Context: an optimization exercise on an open-source flow, tuned for small area, a short achievable clock period and few clock cycles. The choices shown serve that exercise and are no tape-out recipe.
At most, simulation tests tie the RTL to the original design; equivalence was not proved.
Function not checked in run 4: the RTL went through the layout flow alone.

## flow/design.v (module list and top-level ports; edited modules follow where they fit)
// module serial_config_rx: 35 lines
// module mandel_engine: 138 lines
// module mandel_tree_x: 209 lines
// module mandel_tree_y: 125 lines
// module mandel_tree_e: 167 lines
// module mandel_render_top: 36 lines
module mandel_render_top #(
    parameter int IMG_W = 8,
    parameter int IMG_H = 6
) (
    input  logic                                 clk,
    input  logic                                 reset,
    input  logic                                 cfg_sen,
    input  logic                                 cfg_sclk,
    input  logic                                 cfg_sdata,
    output logic                                 pixel_valid,
    output logic [mandel_fixed_pkg::PIX_WIDTH-1:0] pixel_count,
    output logic                                 frame_done,
    output logic                                 busy
);
  // ...
==> flow/flow/run.sh <==
#!/bin/bash
set -euo pipefail
bash standard.sh finish SETUP_SLACK_MARGIN=6.0 > layout_make.log 2>&1
==> flow/standard.sh <==
#!/bin/bash
# synth_recipe.tcl (not shown) runs the flow's synth.tcl, then flattens the netlist and writes it again
# the make line also repeats each setting of config.mk as NAME=value (left out here)
make -C /OpenROAD-flow-scripts/flow DESIGN_CONFIG=/design/flow/config.mk WORK_HOME=/design/flow/orfs CLKGATE_MAP_FILE= SYNTH_SCRIPT=/design/flow/synth_recipe.tcl "${@:-finish}"
==> flow/config.mk <==
export PLATFORM = sky130hd
export DESIGN_NAME = mandel_render_top
export DESIGN_NICKNAME = mandel_render_top
export VERILOG_FILES = /design/flow/design.v
export SDC_FILE = /design/flow/constraint.sdc
export NUM_CORES = 4
export LEC_CHECK = 0
export CAP_MARGIN = 20
export CORE_MARGIN = 2
export CORE_UTILIZATION = 40
export SLEW_MARGIN = 20
==> flow/constraint.sdc <==
create_clock -name core_clock -period 9.0 [get_ports {clk}]
set_input_delay 1.8000 -clock core_clock [delete_from_list [all_inputs] [get_ports {clk}]]
set_output_delay 1.8000 -clock core_clock [all_outputs]
set_load 0.01 [all_outputs]
==> metrics.md, run 1 <==
| Metric | Value |
|---|---|
| R2R Path Start | u_engine.xr2[0][2]$_DFF_P_ |
| # diodes | 0 |
| Pre-CTS setup slack | 5.37 ns |
| Non-clock buffers | 89 |
| Status | no timing/DRC/antenna violations |
| Worst-path cell chain | fa_1 > fa_1 > ha_1 > nor2b_4 > o21ai_2 > a21boi_2 > o311a_1 > o311a_1 > or3_1 > a21oi_1 |
| Dpl cells | 1680 |
| GRT overflow | 0 |
| Tightest Pin Transition | 0.929 ns |
| Port buffer count | 11 |
| WL per Instance | 18.1 µm |
| H-tree Lvls | 1 |
| Critical path launch point type | register |
| Filler cells | 3145 |
| Syn Inst Count | 1264 |
| Multi-input logic area | 8700 µm² |
| GR peak layer | met2 |
| Hold violation count in the final report | 0 |
| Synth Area in Compound Gates | 0.0701 |
| Maximum clock path buffer count | 3 |
| Die Width | 191 µm |
| DR iter-0 viols | 562 |
| GR Util All Layers | 0.179 |
| Final max-slew violation count | 0 |
| Non-Filler Instances | 1794 |
| Post-route minimum period | 3.13 ns |
| Tap cells | 455 |
| M1 GR Usage | 0.235 |
| Remaining antenna violation count | 0 |
| CTS Root Cell | clkbuf_16 |
| Clock sinks | 213 |
| Post-synth EDFFs | 33 |
| Synthesized-area fraction occupied by adder cells | 0.359 |
| Critical Path Sink | u_engine.zr1[10]$_SDFF_PP0_ |
| Buffers and inverters on the worst path | 0 |
| Max Freq | 0.320 GHz |
| GR Layer Usage met3 | 0.0225 |
Testbench counts, summed over its fixed seeds: cycles 220,512.
==> inputs of run 2 (changes only) <==
==> flow/flow/run.sh (replaced) <==
#!/bin/bash
set -euo pipefail
R="$PWD/orfs/results/$FLOW_PLATFORM/mandel_render_top/base"
bash standard.sh "$R/1_2_yosys.v" > synth_make.log 2>&1
cp "$R/1_2_yosys.v" yosys_netlist_before_polarity.v
python3 flow/polarity.py "$R/1_2_yosys.v" > polarity.log 2>&1
bash standard.sh finish SETUP_SLACK_MARGIN=6.0 > layout_make.log 2>&1
==> flow/flow/polarity.py (new file) <==
#!/usr/bin/env python3
"""Remove inverters around full adders in a flat Yosys netlist.

A full adder is self-dual: FA(~a, ~b, ~c) = (~sum, ~cout). Yosys's extract_fa
leaves many inverters between chained sky130 full adders. This pass collapses
every inverter chain into a polarity on its source net, chooses for each full
adder whether it computes the true or the complemented function (greedy local
search on the number of inverters needed), and then puts back at most one
inverter per source net that still needs its complement.

Only combinational inverters and full adders change; registers, ports and all
other cells keep their names and connections.

usage: polarity.py NETLIST.v [OUT.v]   (in place without OUT.v)
"""
import re
import sys
from collections import defaultdict

INV_RE = re.compile(r'^sky130_fd_sc_hd__(inv|clkinv)_\d+$')
FA_RE = re.compile(r'^sky130_fd_sc_hd__fa_\d+$')
OUT_PINS = {'X', 'Y', 'Q', 'Q_N', 'SUM', 'COUT', 'HI', 'LO'}

CELL_RE = re.compile(r'^([ \t]*)(sky130_fd_sc_hd__\w+)\s+(\\\S+\s|[\w$]+)\s*\((.*?)\);\s*$',
                     re.S | re.M)
PIN_RE = re.compile(r'\.(\w+)\(([^()]*)\)')


def norm(net):
    return net.strip()


def main():
    src = sys.argv[1]
    dst = sys.argv[2] if len(sys.argv) > 2 else src
    text = open(src).read()

    cells = []   # dict(type, name, pins: list of (pin, net), span)
    for m in CELL_RE.finditer(text):
        pins = [(p, norm(n)) for p, n in PIN_RE.findall(m.group(4))]
        cells.append(dict(indent=m.group(1), type=m.group(2), name=m.group(3),
                          pins=pins, span=m.span()))

    header = text[:cells[0]['span'][0]] if cells else text
    ports = set()
    for m in re.finditer(r'^\s*(input|output|inout)\s+(\[[^\]]*\]\s*)?([^;]+);', header, re.M):
        for n in m.group(3).split(','):
            ports.add(n.strip())
    if re.search(r'^\s*assign\b', text, re.M):
        assigned = set(re.findall(r'\\\S+\s|[\w$]+', ' '.join(
            re.findall(r'^\s*assign\s+(.*?);', text, re.M))))
    else:
        assigned = set()

    def base(net):
        return re.sub(r'\[\d+\]$', '', net.strip())

    def fixed(net):
        b = base(net)
        return (b in ports or net in assigned or b in assigned or "'" in net
                or net.startswith('{'))

    driver = {}
    for i, c in enumerate(cells):
        for p, n in c['pins']:
            if p in OUT_PINS:
                driver[n] = (i, p)

    # Inverters that can be collapsed
    inv_of = {}   # output net -> input net
    collapsed = set()
    for i, c in enumerate(cells):
        if INV_RE.match(c['type']):
            pins = dict(c['pins'])
            a, y = pins.get('A'), pins.get('Y')
            if a is None or y is None or fixed(y) or a == 'clk':
                continue
            inv_of[y] = a
            collapsed.add(i)

    def root(net):
        q = 0
        seen = set()
        while net in inv_of and net not in seen:
            seen.add(net)
            net = inv_of[net]
            q ^= 1
        return net, q

    fa_idx = [i for i, c in enumerate(cells) if FA_RE.match(c['type'])]
    fa_pos = {i: k for k, i in enumerate(fa_idx)}
    flip = [0] * len(fa_idx)

    # ph(root) = flip of the full adder driving it, else 0
    def ph(r):
        d = driver.get(r)
        if d is not None and d[0] in fa_pos:
            return flip[fa_pos[d[0]]]
        return 0

    # loads: list of (cell index, pin, root, q)
    loads = []
    loads_of_root = defaultdict(list)
    for i, c in enumerate(cells):
        if i in collapsed:
            continue
        for p, n in c['pins']:
            if p in OUT_PINS:
                continue
            r, q = root(n)
            loads.append((i, p, r, q))
            loads_of_root[r].append(len(loads) - 1)
    # ports and assigned nets driven through collapsed inverters cannot occur
    # (their inverters are kept), so every kept net has its loads listed.

    def need(li):
        i, p, r, q = loads[li]
        f = flip[fa_pos[i]] if i in fa_pos else 0
        return q ^ f ^ ph(r)

    def cost_root(r):
        return 1 if any(need(li) for li in loads_of_root[r]) else 0

    def fa_roots(k):
        i = fa_idx[k]
        rs = set()
        for p, n in cells[i]['pins']:
            if p in OUT_PINS:
                rs.add(n)
            else:
                rs.add(root(n)[0])
        return rs

    before = sum(cost_root(r) for r in loads_of_root)
    improved = True
    passes = 0
    while improved and passes < 50:
        improved = False
        passes += 1
        for k in range(len(fa_idx)):
            rs = fa_roots(k)
            c0 = sum(cost_root(r) for r in rs)
            flip[k] ^= 1
            c1 = sum(cost_root(r) for r in rs)
            if c1 < c0:
                improved = True
            else:
                flip[k] ^= 1
    after = sum(cost_root(r) for r in loads_of_root)

    # New inverters: one per root that needs a complement
    inv_net = {}
    new_cells = []
    for r in sorted(loads_of_root):
        if cost_root(r):
            nm = 'pol_' + re.sub(r'[^A-Za-z0-9_]', '_', r.strip('\\ ')) + '_n'
            while nm in inv_net.values():
                nm += '_'
            inv_net[r] = nm
            new_cells.append((r, nm))

    def conn(li):
        i, p, r, q = loads[li]
        return inv_net[r] if need(li) else r

    def fmt_net(n):
        return n + ' ' if n.startswith('\\') and not n.endswith(' ') else n

    # Rebuild cell texts
    load_at = {}
    for li, (i, p, r, q) in enumerate(loads):
        load_at[(i, p)] = li
    out = []
    pos = 0
    for i, c in enumerate(cells):
        s, e = c['span']
        out.append(text[pos:s])
        pos = e
        if i in collapsed:
            continue
        lines = []
        for p, n in c['pins']:
            if p in OUT_PINS:
                nn = n
            else:
                nn = conn(load_at[(i, p)])
            lines.append('%s    .%s(%s)' % (c['indent'], p, fmt_net(nn)))
        out.append('%s%s %s (\n%s\n%s);\n' % (c['indent'], c['type'], c['name'].rstrip(),
                                            ',\n'.join(lines), c['indent']))
    tail = text[pos:]
    add = []
    for k, (r, nm) in enumerate(new_cells):
        add.append('  sky130_fd_sc_hd__inv_1 pol_inv_%d (\n    .A(%s),\n    .Y(%s)\n  );\n'
                   % (k, fmt_net(r), nm))
    endm = tail.rfind('endmodule')
    tail = tail[:endm] + ''.join(add) + tail[endm:]
    body = ''.join(out) + tail
    # declare the new nets after the module header's declarations
    decl = ''.join('  wire %s;\n' % nm for r, nm in new_cells)
    first = CELL_RE.search(body)
    body = body[:first.start()] + decl + body[first.start():]
    open(dst, 'w').write(body)
    print('polarity: %d full adders, %d flipped, inverters %d -> %d (collapsed %d)'
          % (len(fa_idx), sum(flip), len(collapsed), after, len(collapsed)))


if __name__ == '__main__':
    main()
==> run 2 against run 1 <==
Compared with the run above:
- critical endpoint unchanged
- still clean
- global-route usage about the same
- critical path type unchanged
- clock-buffer cell count decreased by 2
- first-iteration DRC count decreased by 17%
- non-clock buffer count decreased by 13
==> metrics.md, run 2 <==
| Metric | Value |
|---|---|
| CTS Buf Count | 25 (unchanged) |
| Max FFs per register | 43 (unchanged) |
| WL per Instance | 18.1 µm (about the same) |
| Syn Inst Count | 1206 (was 1264) |
| First-pass GRT wire length | 50.1 mm (about the same) |
| Mapped Area | 13700 µm² (was 13900 µm²) |
| Syn. warnings | 11 (unchanged) |
| Crit path kind | reg2reg (unchanged) |
| Fin util | 0.478 (was 0.477) |
| Vias in the first global route | 9355 (was 9357) |
| Area delta synth->final | 17.1% (was 17.7%) |
| Register with the most flip-flops | u_engine.xr2 (unchanged) |
| Setup TNS | 0 ns (unchanged) |
| Critical path launch point type | register (unchanged) |
| Vias | 8584 (was 8993) |
| Max-cap violations | 0 (unchanged) |
| Top Registers | u_engine.xr2 x43, u_engine.er2 x34, u_rx.shreg x33 (unchanged) |
| Non-Filler Instances | 1719 (was 1794) |
| FF/Latch Area | 4640 µm² (was 4650 µm²) |
| Die area | 35800 µm² (was 36300 µm²) |
| Most common cell after layout, fill and taps aside | fa_1 (was inv_1) |
| Initial Util | 0.408 (was 0.405) |
| Maximum clock path buffer count | 3 (unchanged) |
| Post-DP HPWL | 21.1 mm (was 21.5 mm) |
| RSZ-0062 raised after global routing | true (unchanged) |
| GR Util All Layers | 0.179 (about the same) |
| H-tree Lvls | 1 (unchanged) |
| Final max-slew violation count | 0 (unchanged) |
| Slew margin rel. | 0.409 (was 0.378) |
| Die Width | 189 µm (was 191 µm) |
| Commonest non-fill, non-tap cells in the layout | fa_1, dfxtp_1, inv_1, ha_1, nand2_1 (was inv_1, fa_1, dfxtp_1, ha_1, nand2_1) |
| Multi-input logic area | 8670 µm² (was 8700 µm²) |
| Max Freq | 0.323 GHz (was 0.320 GHz) |
| GRT overflow | 0 (unchanged) |
| Largest net degree at the start of global routing | 34 (unchanged) |
| CTS Root Cell | clkbuf_16 (unchanged) |
| Post-Syn Area per Cell | 11.4 µm² (was 11.0 µm²) |
| # diodes | 0 (unchanged) |
| Remaining antenna violation count | 0 (unchanged) |
| # IOs | 12 (unchanged) |
| Die height | 189 µm (was 191 µm) |
| Worst-path cell chain | fa_1 > fa_1 > ha_1 > nor2b_4 > o21ai_2 > a21boi_2 > o311a_1 > o311a_1 > or3_1 > a21oi_1 (unchanged) |
| Setup violations, final | 0 (unchanged) |
| Port buffer count | 11 (unchanged) |
| Tightest Pin Transition | 0.883 ns (was 0.929 ns) |
| Drc violations | 0 (unchanged) |
| Vias per cell | 4.99 (was 5.01) |
| Layout Nets | 1544 (was 1615) |
| Clock Pin Slew Worst Setup and Hold Paths | 0.06 ns (about the same) |
| Worst-Skew Late Latency | 0.54 ns (about the same) |
| CP top delay family | adder cells (unchanged) |
| Worst Hold Class | reg2reg (unchanged) |
| Data required time of the worst path | 9.47 ns (was 9.45 ns) |
| DR iter-0 viols | 468 (was 562) |
| Initial antenna violation count | 0 (was 1) |
| Buffers and inverters on the worst path | 0 (unchanged) |
| Clock sinks | 213 (unchanged) |
| DRT Pass-1 Iters | 5 (unchanged) |
| Clk_skew | 0.0213 ns (was 0.0232 ns) |
| Dpl cells | 1616 (was 1680) |
| Num rows | 67 (was 68) |
| Crit. End Element | register (unchanged) |
| Gpl congestion | 0.817 (was 0.829) |
| Post-route minimum period | 3.10 ns (was 3.13 ns) |
| Layout cells sized above 1 | 0.162 (about the same) |
| Routed wire length | 31.1 mm (was 32.4 mm) |
| Fin crit share | 0.344 (was 0.348) |
| Filler cells | 3007 (was 3145) |
| Worst path arrival time | 3.57 ns (was 3.58 ns) |
| Cts hold-fix bufs | 0 (unchanged) |
| CTS tree | built (unchanged) |
| Syn nets | 1498 (was 1556) |
| Crit-path slowest cell | fa_1 (unchanged) |
| Core ar. | 33600 µm² (was 34400 µm²) |
| CP Max Fanout | 2 (was 3) |
| Status | no timing/DRC/antenna violations (unchanged) |
| Hold violation count in the final report | 0 (unchanged) |
| Slowest Stage Delay on Critical Path | 0.55 ns (about the same) |
==> run 2: layout make-up <==
class                      instances  area share
tap                              448      0.0349
sequential                       213       0.289
timing repair buffer              76      0.0519
multi-input combinational        804       0.540
clock buffer                      29      0.0424
clock inverter                    17     0.00959
inverter                         132      0.0319
==> run 2: repair_timing <==
item,in CTS,in global routing
pin swaps,15,32
hold endpoints to repair,0,0
endpoints found under the setup margin,101,42
buffers inserted,19,30
cloned,3,4
gates resized for setup,66,68
==> run 2: per-stage QoR <==
step	area [µm²]	setup WS, ns	hold slack [ns]
after floorplan	13800	5.98	0.310
after global placement	14200	5.44	0.311
after detailed placement	14200	5.36	0.312
after CTS	15500	5.89	0.325
after global routing	16100	5.77	0.328
final	16100	5.90	0.323
==> run 2: worst reg2reg max path: cells and delay by family (launching register included) <==
family	cells	cell delay, ns
and+or+nand+nor	2	0.45
DFF	1	0.31
AOI/OAI and AO/OA	5	0.99
adders and majority gates	3	1.28
==> run 2: worst paths after layout <==
| kind | slack, ns | to | from | depth (start not counted) |
|---|---|---|---|---|
| setup / recovery | 5.90 | u_engine.zr1[10]$_SDFF_PP0_ | u_engine.xr2[0][2]$_DFF_P_ | 10 |
| hold / removal | 0.32 | u_engine.k2[1]$_DFF_P_ | u_engine.k1[1]$_SDFF_PP0_ | 0 |
| setup reg to reg | 5.90 | u_engine.zr1[10]$_SDFF_PP0_ | u_engine.xr2[0][2]$_DFF_P_ | 10 |
| hold reg to reg | 0.32 | u_engine.k2[1]$_DFF_P_ | u_engine.k1[1]$_SDFF_PP0_ | 0 |
==> run 2: metal layers <==
metal / global-route usage / vias to the layer above / wire length, µm
li1: - / 4027 / -
met5: 0 / - / 0
met2: 0.310 / 214 / 15300
met3: 0.0289 / 70 / 1510
met1: 0.231 / 4273 / 13400
met4: 0.0514 / 0 / 904
==> inputs of run 3 (changes only) <==
--- a/flow/flow/polarity.py
+++ b/flow/flow/polarity.py
@@ -6,6 +6,7 @@
 every inverter chain into a polarity on its source net, chooses for each full
 adder whether it computes the true or the complemented function (greedy local
-search on the number of inverters needed), and then puts back at most one
-inverter per source net that still needs its complement.
+search on the area of the inverters needed), may swap a gate for its
+complemented twin (and2 <-> nand2, ...) when that saves an inverter, and then
+puts back at most one inverter per source net that still needs its complement.
 
 Only combinational inverters and full adders change; registers, ports and all
@@ -21,4 +22,23 @@
 FA_RE = re.compile(r'^sky130_fd_sc_hd__fa_\d+$')
 OUT_PINS = {'X', 'Y', 'Q', 'Q_N', 'SUM', 'COUT', 'HI', 'LO'}
+INV_AREA = 3.7536
+
+# Gates with a complemented twin on the same input pins: (true, complement, area, area)
+TWINS = [('and2_1', 'nand2_1', 6.256, 3.7536), ('or2_1', 'nor2_1', 6.256, 3.7536),
+         ('xor2_1', 'xnor2_1', 8.7584, 8.7584), ('a21o_1', 'a21oi_1', 7.5072, 5.0048),
+         ('o21a_1', 'o21ai_1', 7.5072, 5.0048), ('o21a_1', 'o21ai_0', 7.5072, 5.0048),
+         ('and3_1', 'nand3_1', 6.256, 5.0048), ('or3_1', 'nor3_1', 6.256, 5.0048),
+         ('a22o_1', 'a22oi_1', 8.7584, 7.5072), ('mux2_1', 'mux2i_1', 11.2608, 10.0096),
+         ('o22a_1', 'o22ai_1', 8.7584, 6.256), ('a211o_1', 'a211oi_1', 8.7584, 7.5072),
+         ('o211a_1', 'o211ai_1', 10.0096, 7.5072), ('and4_1', 'nand4_1', 8.7584, 6.256),
+         ('or4_1', 'nor4_1', 7.5072, 6.256), ('and2b_1', 'nand2b_1', 7.5072, 6.256),
+         ('or2b_1', 'nor2b_1', 7.5072, 6.256), ('a31o_1', 'a31oi_1', 8.7584, 6.256),
+         ('o31a_1', 'o31ai_1', 8.7584, 7.5072), ('a21bo_1', 'a21boi_0', 10.0096, 7.5072),
+         ('o21ba_1', 'o21bai_1', 10.0096, 7.5072), ('and3b_1', 'nand3b_1', 8.7584, 7.5072),
+         ('or3b_1', 'nor3b_1', 8.7584, 7.5072), ('a32o_1', 'a32oi_1', 10.0096, 8.7584)]
+TWIN = {}
+for t, c, at, ac in TWINS:
+    TWIN.setdefault('sky130_fd_sc_hd__' + t, ('sky130_fd_sc_hd__' + c, 'Y', ac - at))
+    TWIN.setdefault('sky130_fd_sc_hd__' + c, ('sky130_fd_sc_hd__' + t, 'X', at - ac))
 
 CELL_RE = re.compile(r'^([ \t]*)(sky130_fd_sc_hd__\w+)\s+(\\\S+\s|[\w$]+)\s*\((.*?)\);\s*$',
@@ -88,5 +108,7 @@
         return net, q
 
-    fa_idx = [i for i, c in enumerate(cells) if FA_RE.match(c['type'])]
+    fa_idx = [i for i, c in enumerate(cells) if FA_RE.match(c['type'])
+              or (c['type'] in TWIN and i not in collapsed
+                  and not any(fixed(n) for p, n in c['pins'] if p in OUT_PINS))]
     fa_pos = {i: k for k, i in enumerate(fa_idx)}
     flip = [0] * len(fa_idx)
@@ -114,11 +136,19 @@
     # (their inverters are kept), so every kept net has its loads listed.
 
+    is_fa = [bool(FA_RE.match(cells[i]['type'])) for i in fa_idx]
+
     def need(li):
         i, p, r, q = loads[li]
-        f = flip[fa_pos[i]] if i in fa_pos else 0
+        f = flip[fa_pos[i]] if i in fa_pos and is_fa[fa_pos[i]] else 0
         return q ^ f ^ ph(r)
+
+    def swap_area(k):
+        return 0.0 if is_fa[k] else (TWIN[cells[fa_idx[k]]['type']][2] if flip[k] else 0.0)
 
     def cost_root(r):
         return 1 if any(need(li) for li in loads_of_root[r]) else 0
+
+    def cost_local(k, rs):
+        return INV_AREA * sum(cost_root(r) for r in rs) + swap_area(k)
 
     def fa_roots(k):
@@ -128,5 +158,5 @@
             if p in OUT_PINS:
                 rs.add(n)
-            else:
+            elif is_fa[k]:
                 rs.add(root(n)[0])
         return rs
@@ -140,8 +170,8 @@
         for k in range(len(fa_idx)):
             rs = fa_roots(k)
-            c0 = sum(cost_root(r) for r in rs)
+            c0 = cost_local(k, rs)
             flip[k] ^= 1
-            c1 = sum(cost_root(r) for r in rs)
-            if c1 < c0:
+            c1 = cost_local(k, rs)
+            if c1 < c0 - 1e-9:
                 improved = True
             else:
@@ -180,11 +210,17 @@
             continue
         lines = []
+        typ = c['type']
+        swapped = i in fa_pos and not is_fa[fa_pos[i]] and flip[fa_pos[i]]
+        if swapped:
+            typ = TWIN[c['type']][0]
         for p, n in c['pins']:
             if p in OUT_PINS:
                 nn = n
+                if swapped:
+                    p = TWIN[c['type']][1]
             else:
                 nn = conn(load_at[(i, p)])
             lines.append('%s    .%s(%s)' % (c['indent'], p, fmt_net(nn)))
-        out.append('%s%s %s (\n%s\n%s);\n' % (c['indent'], c['type'], c['name'].rstrip(),
+        out.append('%s%s %s (\n%s\n%s);\n' % (c['indent'], typ, c['name'].rstrip(),
                                             ',\n'.join(lines), c['indent']))
     tail = text[pos:]
@@ -201,6 +237,8 @@
     body = body[:first.start()] + decl + body[first.start():]
     open(dst, 'w').write(body)
-    print('polarity: %d full adders, %d flipped, inverters %d -> %d (collapsed %d)'
-          % (len(fa_idx), sum(flip), len(collapsed), after, len(collapsed)))
+    nfa = sum(is_fa)
+    print('polarity: %d full adders (%d flipped), %d twin gates (%d swapped), inverters %d -> %d'
+          % (nfa, sum(f for f, a in zip(flip, is_fa) if a), len(fa_idx) - nfa,
+             sum(f for f, a in zip(flip, is_fa) if not a), len(collapsed), after))
 
 
==> run 3 against run 2 <==
Compared with the run above:
- non-clock buffer count grew 6
- register-to-register slack got worse by 0.08 ns
- utilization is 0.24 points higher
- die area fell by 0.26%
- fmax down 2.5%
- first-iteration DRC count increased by 4.1%
- flip-flop and latch count unchanged
- via count rose by 0.14%
- setup slack worse by 0.081 ns
- routed wire length grew 1.7%
- critical path type unchanged
- critical endpoint is now u_engine.yr2[1][5]$_DFF_P_
==> metrics.md, run 3 <==
| Metric | Value |
|---|---|
| Slew margin rel. | 0.450 (was 0.409) |
| Crit. End Element | register (unchanged) |
| Initial Util | 0.407 (was 0.408) |
| CTS Buf Count | 25 (unchanged) |
| Cts hold-fix bufs | 0 (unchanged) |
| Max FFs per register | 43 (unchanged) |
| # diodes | 0 (unchanged) |
| Worst-case hold slack | 0.316 ns (was 0.323 ns) |
| CP Launch Point | u_engine.zi1[3]$_SDFF_PP0_ (was u_engine.xr2[0][2]$_DFF_P_) |
| First-pass GRT wire length | 49.6 mm (was 50.1 mm) |
| WL per Instance | 18.5 µm (was 18.1 µm) |
| Maximum clock path buffer count | 3 (unchanged) |
| Vias | 8596 (was 8584) |
| Vias in the first global route | 9152 (was 9355) |
| Worst-Skew Late Latency | 0.54 ns (about the same) |
| Layout Nets | 1532 (was 1544) |
| Core ar. | 33600 µm² (unchanged) |
| RSZ-0062 raised after global routing | true (unchanged) |
| Most common cell after layout, fill and taps aside | fa_1 (unchanged) |
| Routed wire length | 31.6 mm (was 31.1 mm) |
| Port buffer count | 11 (unchanged) |
| Syn nets | 1482 (was 1498) |
| Num rows | 67 (unchanged) |
| Commonest non-fill, non-tap cells in the layout | fa_1, dfxtp_1, inv_1, ha_1, nand2_1 (unchanged) |
| Buffers and inverters on the worst path | 4 (was 0) |
| Layout cells sized above 1 | 0.174 (was 0.162) |
| Data required time of the worst path | 9.42 ns (was 9.47 ns) |
| Post-route minimum period | 3.18 ns (was 3.10 ns) |
| CTS tree | built (unchanged) |
| Non-Filler Instances | 1707 (was 1719) |
| Area delta synth->final | 18.0% (was 17.1%) |
| Status | no timing/DRC/antenna violations (unchanged) |
| Syn Inst Count | 1190 (was 1206) |
| Critical path launch point type | register (unchanged) |
| Die height | 189 µm (about the same) |
| Worst-path cell chain | buf_12 > clkinv_8 > or3_4 > o21ai_4 > buf_6 > buf_6 > o21ai_4 > xnor2_2 > fa_1 > fa_2 > fa_2 (was fa_1 > fa_1 > ha_1 > nor2b_4 > o21ai_2 > a21boi_2 > o311a_1 > o311a_1 > or3_1 > a21oi_1) |
| Fin crit share | 0.353 (was 0.344) |
| CP Max Fanout | 8 (was 2) |
| Setup TNS | 0 ns (unchanged) |
| Dpl cells | 1598 (was 1616) |
| Slowest Stage Delay on Critical Path | 0.60 ns (was 0.55 ns) |
| Max Freq | 0.315 GHz (was 0.323 GHz) |
| Post-Syn Area per Cell | 11.5 µm² (was 11.4 µm²) |
| Register with the most flip-flops | u_engine.xr2 (unchanged) |
| Vias per cell | 5.04 (was 4.99) |
| Remaining antenna violation count | 0 (unchanged) |
| Drc violations | 0 (unchanged) |
| GRT overflow | 0 (unchanged) |
| DRT Pass-1 Iters | 5 (unchanged) |
| Gpl congestion | 0.794 (was 0.817) |
| Hold path depth | 0 (unchanged) |
| Worst Reg-to-Reg Cells | 11 (was 10) |
| H-tree Lvls | 1 (unchanged) |
| Final max-slew violation count | 0 (unchanged) |
| Worst Hold Class | reg2reg (unchanged) |
| Crit-path slowest cell | fa_2 (was fa_1) |
| CP top delay family | adder cells (unchanged) |
| Largest net degree at the start of global routing | 34 (unchanged) |
| Max-cap violations | 0 (unchanged) |
| Hold Startpoint | u_engine.k1[0]$_SDFF_PP0_ (was u_engine.k1[1]$_SDFF_PP0_) |
| Syn. warnings | 11 (unchanged) |
| # IOs | 12 (unchanged) |
| Post-DP HPWL | 21.1 mm (about the same) |
| Top Registers | u_engine.xr2 x43, u_engine.er2 x34, u_rx.shreg x33 (unchanged) |
| Worst path arrival time | 3.59 ns (was 3.57 ns) |
| Tightest Pin Transition | 0.821 ns (was 0.883 ns) |
| R2R Path Start | u_engine.zi1[3]$_SDFF_PP0_ (was u_engine.xr2[0][2]$_DFF_P_) |
| Clk_skew | 0.0249 ns (was 0.0213 ns) |
| Hold violation count in the final report | 0 (unchanged) |
| Crit path kind | reg2reg (unchanged) |
| DR iter-0 viols | 487 (was 468) |
| Worst path depth | 11 (was 10) |
| Clock Pin Slew Worst Setup and Hold Paths | 0.06 ns (about the same) |
| Die area | 35700 µm² (was 35800 µm²) |
| Die Width | 189 µm (about the same) |
| Initial antenna violation count | 0 (unchanged) |
| GR Util All Layers | 0.177 (was 0.179) |
| Clock sinks | 213 (unchanged) |
| Mapped Area | 13700 µm² (about the same) |
| CTS Root Cell | clkbuf_16 (unchanged) |
| Setup violations, final | 0 (unchanged) |
==> run 3: layer usage <==
layer / vias up / routed length [µm] / GRT usage
met3: 50 / 1490 / 0.0224
met1: 4342 / 13800 / 0.240
li1: 4000 / - / -
met2: 204 / 15600 / 0.302
met5: - / 0 / 0
met4: 0 / 805 / 0.0460
==> run 3: path summary, 6_finish.rpt <==
| kind | end | slack (ns) |
|---|---|---|
| max reg2reg | u_engine.yr2[1][5]$_DFF_P_ | 5.82 |
| min | u_engine.k2[0]$_DFF_P_ | 0.32 |
| min reg2reg | u_engine.k2[0]$_DFF_P_ | 0.32 |
| max | u_engine.yr2[1][5]$_DFF_P_ | 5.82 |
==> run 3: through the flow <==
step | area (µm²) | util | setup slack (ns)
after floorplan | 13800 | - | 5.98
after global placement | 14200 | 0.422 | 5.46
after detailed placement | 14200 | 0.422 | 5.43
after CTS | 15400 | 0.458 | 5.86
after global routing | 16100 | 0.480 | 5.76
final | 16100 | 0.480 | 5.82
==> run 3: final cells by class <==
type                            instances  area, µm²
Fill cell                            3022      17500
Multi-Input combinational cell        802       8740
Sequential cell                       213       4650
Timing Repair Buffer                   82        890
Clock buffer                           31        678
Tap cell                              448        561
Inverter                              116        452
Clock inverter                         15        166
==> run 3: worst reg2reg max path: stages (launching register included) <==
cell and delay [ns]:
dfxtp_4 0.35, buf_12 0.13, clkinv_8 0.06, or3_4 0.33, o21ai_4 0.14, buf_6 0.15
buf_6 0.09, o21ai_4 0.05, xnor2_2 0.25, fa_1 0.49, fa_2 0.60, fa_2 0.41
==> run 3: repair_timing <==
action,in CTS,in global routing
setup endpoints to repair,98,53
buffers inserted,17,40
cloned,2,3
hold endpoints to repair,0,0
gates resized for setup,67,74
pin swaps,11,36
==> module serial_config_rx, before the edit <==
module serial_config_rx (
    input  logic                 clk,
    input  logic                 reset,
    input  logic                 cfg_sen,
    input  logic                 cfg_sclk,
    input  logic                 cfg_sdata,
    output mandel_cfg_pkg::cfg_t cfg,
    output logic                 start
);
    logic                                 sen_q, sen_qq;
    logic                                 sclk_q, sclk_qq;
    logic                                 sdata_q;
    logic [mandel_cfg_pkg::CFG_WIDTH-1:0] shreg;
    always_ff @(posedge clk) begin
        if (reset) begin
            sen_q   <= 1'b0;
            sen_qq  <= 1'b0;
            sclk_q  <= 1'b0;
            sclk_qq <= 1'b0;
        end else begin
            sen_q   <= cfg_sen;
            sen_qq  <= sen_q;
            sclk_q  <= cfg_sclk;
            sclk_qq <= sclk_q;
        end
        sdata_q <= cfg_sdata;
    end
    assign start = sen_qq & ~sen_q;
    always_ff @(posedge clk) begin
        if (sen_q && sclk_q && !sclk_qq) begin
            shreg <= {sdata_q, shreg[mandel_cfg_pkg::CFG_WIDTH-1:1]};
        end
    end
    assign cfg = shreg;
endmodule
==> inputs of run 4 (changes only) <==
--- a/flow/design.v
+++ b/flow/design.v
@@ -42,5 +42,4 @@
     logic                                 sen_q, sen_qq;
     logic                                 sclk_q, sclk_qq;
-    logic                                 sdata_q;
     logic [mandel_cfg_pkg::CFG_WIDTH-1:0] shreg;
     always_ff @(posedge clk) begin
@@ -56,10 +55,9 @@
             sclk_qq <= sclk_q;
         end
-        sdata_q <= cfg_sdata;
     end
     assign start = sen_qq & ~sen_q;
     always_ff @(posedge clk) begin
         if (sen_q && sclk_q && !sclk_qq) begin
-            shreg <= {sdata_q, shreg[mandel_cfg_pkg::CFG_WIDTH-1:1]};
+            shreg <= {cfg_sdata, shreg[mandel_cfg_pkg::CFG_WIDTH-1:1]};
         end
     end
--- a/flow/flow/polarity.py
+++ b/flow/flow/polarity.py
@@ -174,4 +174,40 @@
             c1 = cost_local(k, rs)
             if c1 < c0 - 1e-9:
+                improved = True
+            else:
+                flip[k] ^= 1
+    # Simulated annealing from the greedy result, keeping the best assignment
+    import math
+    import random
+    rng = random.Random(1)
+    rs_of = [fa_roots(k) for k in range(len(fa_idx))]
+
+    def total():
+        return INV_AREA * sum(cost_root(r) for r in loads_of_root) + sum(swap_area(k) for k in range(len(fa_idx)))
+
+    cur = total()
+    best, best_flip = cur, list(flip)
+    steps = 300 * len(fa_idx)
+    for step in range(steps):
+        temp = 4.0 * (1.0 - step / steps) + 0.05
+        k = rng.randrange(len(fa_idx))
+        c0 = cost_local(k, rs_of[k])
+        flip[k] ^= 1
+        d = cost_local(k, rs_of[k]) - c0
+        if d <= 0 or rng.random() < math.exp(-d / temp):
+            cur += d
+            if cur < best - 1e-9:
+                best, best_flip = cur, list(flip)
+        else:
+            flip[k] ^= 1
+    flip[:] = best_flip
+    # finish with greedy descent
+    improved = True
+    while improved:
+        improved = False
+        for k in range(len(fa_idx)):
+            c0 = cost_local(k, rs_of[k])
+            flip[k] ^= 1
+            if cost_local(k, rs_of[k]) < c0 - 1e-9:
                 improved = True
             else:
@@ -238,7 +274,9 @@
     open(dst, 'w').write(body)
     nfa = sum(is_fa)
-    print('polarity: %d full adders (%d flipped), %d twin gates (%d swapped), inverters %d -> %d'
+    print('polarity: %d full adders (%d flipped), %d twin gates (%d swapped), inverters %d -> %d,'
+          ' area change %.1f um2'
           % (nfa, sum(f for f, a in zip(flip, is_fa) if a), len(fa_idx) - nfa,
-             sum(f for f, a in zip(flip, is_fa) if not a), len(collapsed), after))
+             sum(f for f, a in zip(flip, is_fa) if not a), len(collapsed), after,
+             total() - INV_AREA * len(collapsed)))
 
 
--- a/flow/config.mk
+++ b/flow/config.mk
@@ -6,6 +6,9 @@
 export NUM_CORES = 4
 export LEC_CHECK = 0
+export ABC_AREA = 1
 export CAP_MARGIN = 20
 export CORE_MARGIN = 2
 export CORE_UTILIZATION = 40
+export CTS_CLUSTER_DIAMETER = 150
+export CTS_CLUSTER_SIZE = 20
 export SLEW_MARGIN = 20
==> run 4 against run 3 <==
Compared with the run above:
- via count up 6.9%
- routed wire length up 1.7%
- hold slack better by 0.010 ns
- die area up 0.38%
- sequential share of layout area up 0.76 points
- clock-buffer cell count down 10
- first-iteration DRC count up 34%
==> metrics.md, run 4 <==
| Metric | Value |
|---|---|
| Pre-CTS setup slack | 5.41 ns (was 5.43 ns) |
| Die Width | 189 µm (about the same) |
| Syn Inst Count | 1330 (was 1190) |
| Post-route minimum period | 3.00 ns (was 3.18 ns) |
| Critical path launch point type | register (unchanged) |
| Mapped Area | 13700 µm² (about the same) |
| Routed wire length | 32.2 mm (was 31.6 mm) |
| CP Max Fanout | 7 (was 8) |
| Gpl congestion | 0.836 (was 0.794) |
| Post-route cell area | 15700 µm² (was 16100 µm²) |
| Worst-Skew Late Latency | 0.49 ns (was 0.54 ns) |
| Most Frequent Cell on Critical Path | fa_1 |
| Worst path arrival time | 3.36 ns (was 3.59 ns) |
| Drc violations | 0 (unchanged) |
| Num rows | 67 (unchanged) |
| Max FFs per register | 43 (unchanged) |
| Hold violation count in the final report | 0 (unchanged) |
| Post-Syn Area per Cell | 10.3 µm² (was 11.5 µm²) |
| Tightest Pin Transition | 0.955 ns (was 0.821 ns) |
| Crit path kind | reg2reg (unchanged) |
| Area delta synth->final | 14.3% (was 18.0%) |
| Register with the most flip-flops | u_engine.xr2 (unchanged) |
| CTS tree | built (unchanged) |
| Setup violations, final | 0 (unchanged) |
| Worst-case hold slack | 0.326 ns (was 0.316 ns) |
| Top Registers | u_engine.xr2 x43, u_engine.er2 x34, u_rx.shreg x33 (unchanged) |
| Vias per cell | 4.99 (was 5.04) |
| Syn. warnings | 11 (unchanged) |
| Crit. End Element | register (unchanged) |
| Final max-slew violation count | 0 (unchanged) |
| Slew margin rel. | 0.361 (was 0.450) |
| H-tree Lvls | 1 (unchanged) |
| Layout cells sized above 1 | 0.129 (was 0.174) |
| DR iter-0 viols | 652 (was 487) |
| Clk_skew | 0.0261 ns (was 0.0249 ns) |
| Max-cap violations | 0 (unchanged) |
| Largest net degree at the start of global routing | 30 (was 34) |
| Multi-input logic area | 8650 µm² (was 8740 µm²) |
| Max Freq | 0.333 GHz (was 0.315 GHz) |
| Clock sinks | 212 (was 213) |
| Worst Hold Class | reg2reg (unchanged) |
| Core ar. | 33700 µm² (was 33600 µm²) |
| CP top delay family | adder cells (unchanged) |
| Worst setup margin | 6.00 ns (was 5.82 ns) |
| R2R Path Start | u_engine.zr1[1]$_SDFF_PP0_ (was u_engine.zi1[3]$_SDFF_PP0_) |
| RSZ-0062 raised after global routing | true (unchanged) |
| Most common cell after layout, fill and taps aside | nand2_1 (was fa_1) |
| Die height | 189 µm (about the same) |
| Cell Area, Placed | 14300 µm² (was 14200 µm²) |
| DRT Pass-1 Iters | 5 (unchanged) |
| CTS Root Cell | clkbuf_16 (unchanged) |
| Syn nets | 1622 (was 1482) |
| Buffers and inverters on the worst path | 2 (was 4) |
| Cts hold-fix bufs | 0 (unchanged) |
| Filler cells | 3183 (was 3022) |
| GR Util All Layers | 0.178 (was 0.177) |
| CP Launch Point | u_engine.zr1[1]$_SDFF_PP0_ (was u_engine.zi1[3]$_SDFF_PP0_) |
| Maximum clock path buffer count | 3 (unchanged) |
| Post-DP HPWL | 23.3 mm (was 21.1 mm) |
| Worst-path cell chain | buf_4 > buf_4 > and2_1 > fa_1 > fa_1 > fa_1 > fa_1 (was buf_12 > clkinv_8 > or3_4 > o21ai_4 > buf_6 > buf_6 > o21ai_4 > xnor2_2 > fa_1 > fa_2 > fa_2) |
| Remaining antenna violation count | 0 (unchanged) |
| Crit-path slowest cell | fa_1 (was fa_2) |
| Slowest Stage Delay on Critical Path | 0.59 ns (was 0.60 ns) |
| Hold Startpoint | u_engine.k1[0]$_SDFF_PP0_ (unchanged) |
| Fin crit share | 0.334 (was 0.353) |
| Initial antenna violation count | 1 (was 0) |
| Dpl cells | 1755 (was 1598) |
| Port buffer count | 11 (unchanged) |
| Commonest non-fill, non-tap cells in the layout | nand2_1, fa_1, inv_1, dfxtp_1, ha_1 (was fa_1, dfxtp_1, inv_1, ha_1, nand2_1) |
| Die area | 35800 µm² (was 35700 µm²) |
| Initial Util | 0.407 (about the same) |
| Layout Nets | 1678 (was 1532) |
| Vias | 9189 (was 8596) |
| Setup TNS | 0 ns (unchanged) |
| GRT overflow | 0 (unchanged) |
| Status | no timing/DRC/antenna violations (unchanged) |
| Non-Filler Instances | 1842 (was 1707) |
| FF/Latch Area | 4640 µm² (was 4650 µm²) |
| Fin util | 0.466 (was 0.480) |
| Clock Pin Slew Worst Setup and Hold Paths | 0.09 ns (was 0.06 ns) |
| Data required time of the worst path | 9.36 ns (was 9.42 ns) |
| # IOs | 12 (unchanged) |
| Vias in the first global route | 9415 (was 9152) |
| CTS Buf Count | 14 (was 25) |
| WL per Instance | 17.5 µm (was 18.5 µm) |
| First-pass GRT wire length | 49.9 mm (was 49.6 mm) |
[run 4: cell count changes in the layout (fill, tap and decap cells not counted), moves of 11 or more]
cell       previous run  this run
nor2b_1              16         0
xor2_1               16        52
nor2_1               47        74
o21ai_0              15        27
clkbuf_16            28        16
inv_1               113       160
nand2_1              82       191
o22ai_1               1        36
xnor2_1              59        31
nand2b_1             16         0
a22oi_1              31         0
nand3_1              17        28
a21oi_1              21        44
[run 4: final timing paths]
kind	end	slack [ns]	cells after the start
max	u_engine.xr2[3][2]$_DFF_P_	6.00	7
min	u_engine.k2[0]$_DFF_P_	0.33	0
max reg2reg	u_engine.xr2[3][2]$_DFF_P_	6.00	7
min reg2reg	u_engine.k2[0]$_DFF_P_	0.33	0
[run 4: layout make-up]
type | count | area share
Multi-Input combinational cell | 911 | 0.551
Sequential cell | 212 | 0.296
Timing Repair Buffer | 77 | 0.0486
Inverter | 170 | 0.0428
Tap cell | 448 | 0.0357
Clock buffer | 21 | 0.0240
Clock inverter | 2 | 0.00159
Antenna cell | 1 | 0.000159
[run 4: routing by layer]
metal / up-vias / track usage / share of wire
met3: 65 / 0.0272 / 0.052
met4: 0 / 0.0480 / 0.034
met1: 4575 / 0.241 / 0.44
li1: 4334 / - / -
met5: - / 0 / 0
met2: 215 / 0.298 / 0.48
[run 4: timing repair]
item | in CTS | in global routing
resized for setup | 54 | 75
setup endpoints to repair | 83 | 56
pin swaps | 7 | 29
cloned | 1 | 4
buffers inserted | 16 | 42

==> separate check: timing with driven ports <==
The results above use ideal ports. As a check the final layouts listed here were re-extracted and re-timed, cells and wires unchanged. Step 1 sets driving cells, clkbuf_16 on the clock port and buf_2 on the other inputs (assumed; they add their load-dependent delay and slew). Step 2 also shifts input and output timing later by t, the mid clock arrival at the registers, as if the neighbouring blocks saw the same clock. a / b / c = no drivers / after step 1 / after step 2; a / b = the first two.
| run | t, ns | setup WS [ns] | worst setup path after step 2 |
|---|---|---|---|
| run 1 | 0.579 | 5.872 / 5.872 / 5.872 | register to register |
| run 2 | 0.579 | 5.905 / 5.905 / 5.905 | register to register |
| run 3 | 0.581 | 5.824 / 5.824 / 5.824 | register to register |
| run 4 | 0.532 | 5.996 / 5.996 / 5.996 | register to register |
After both steps setup and hold are still met in every run listed.
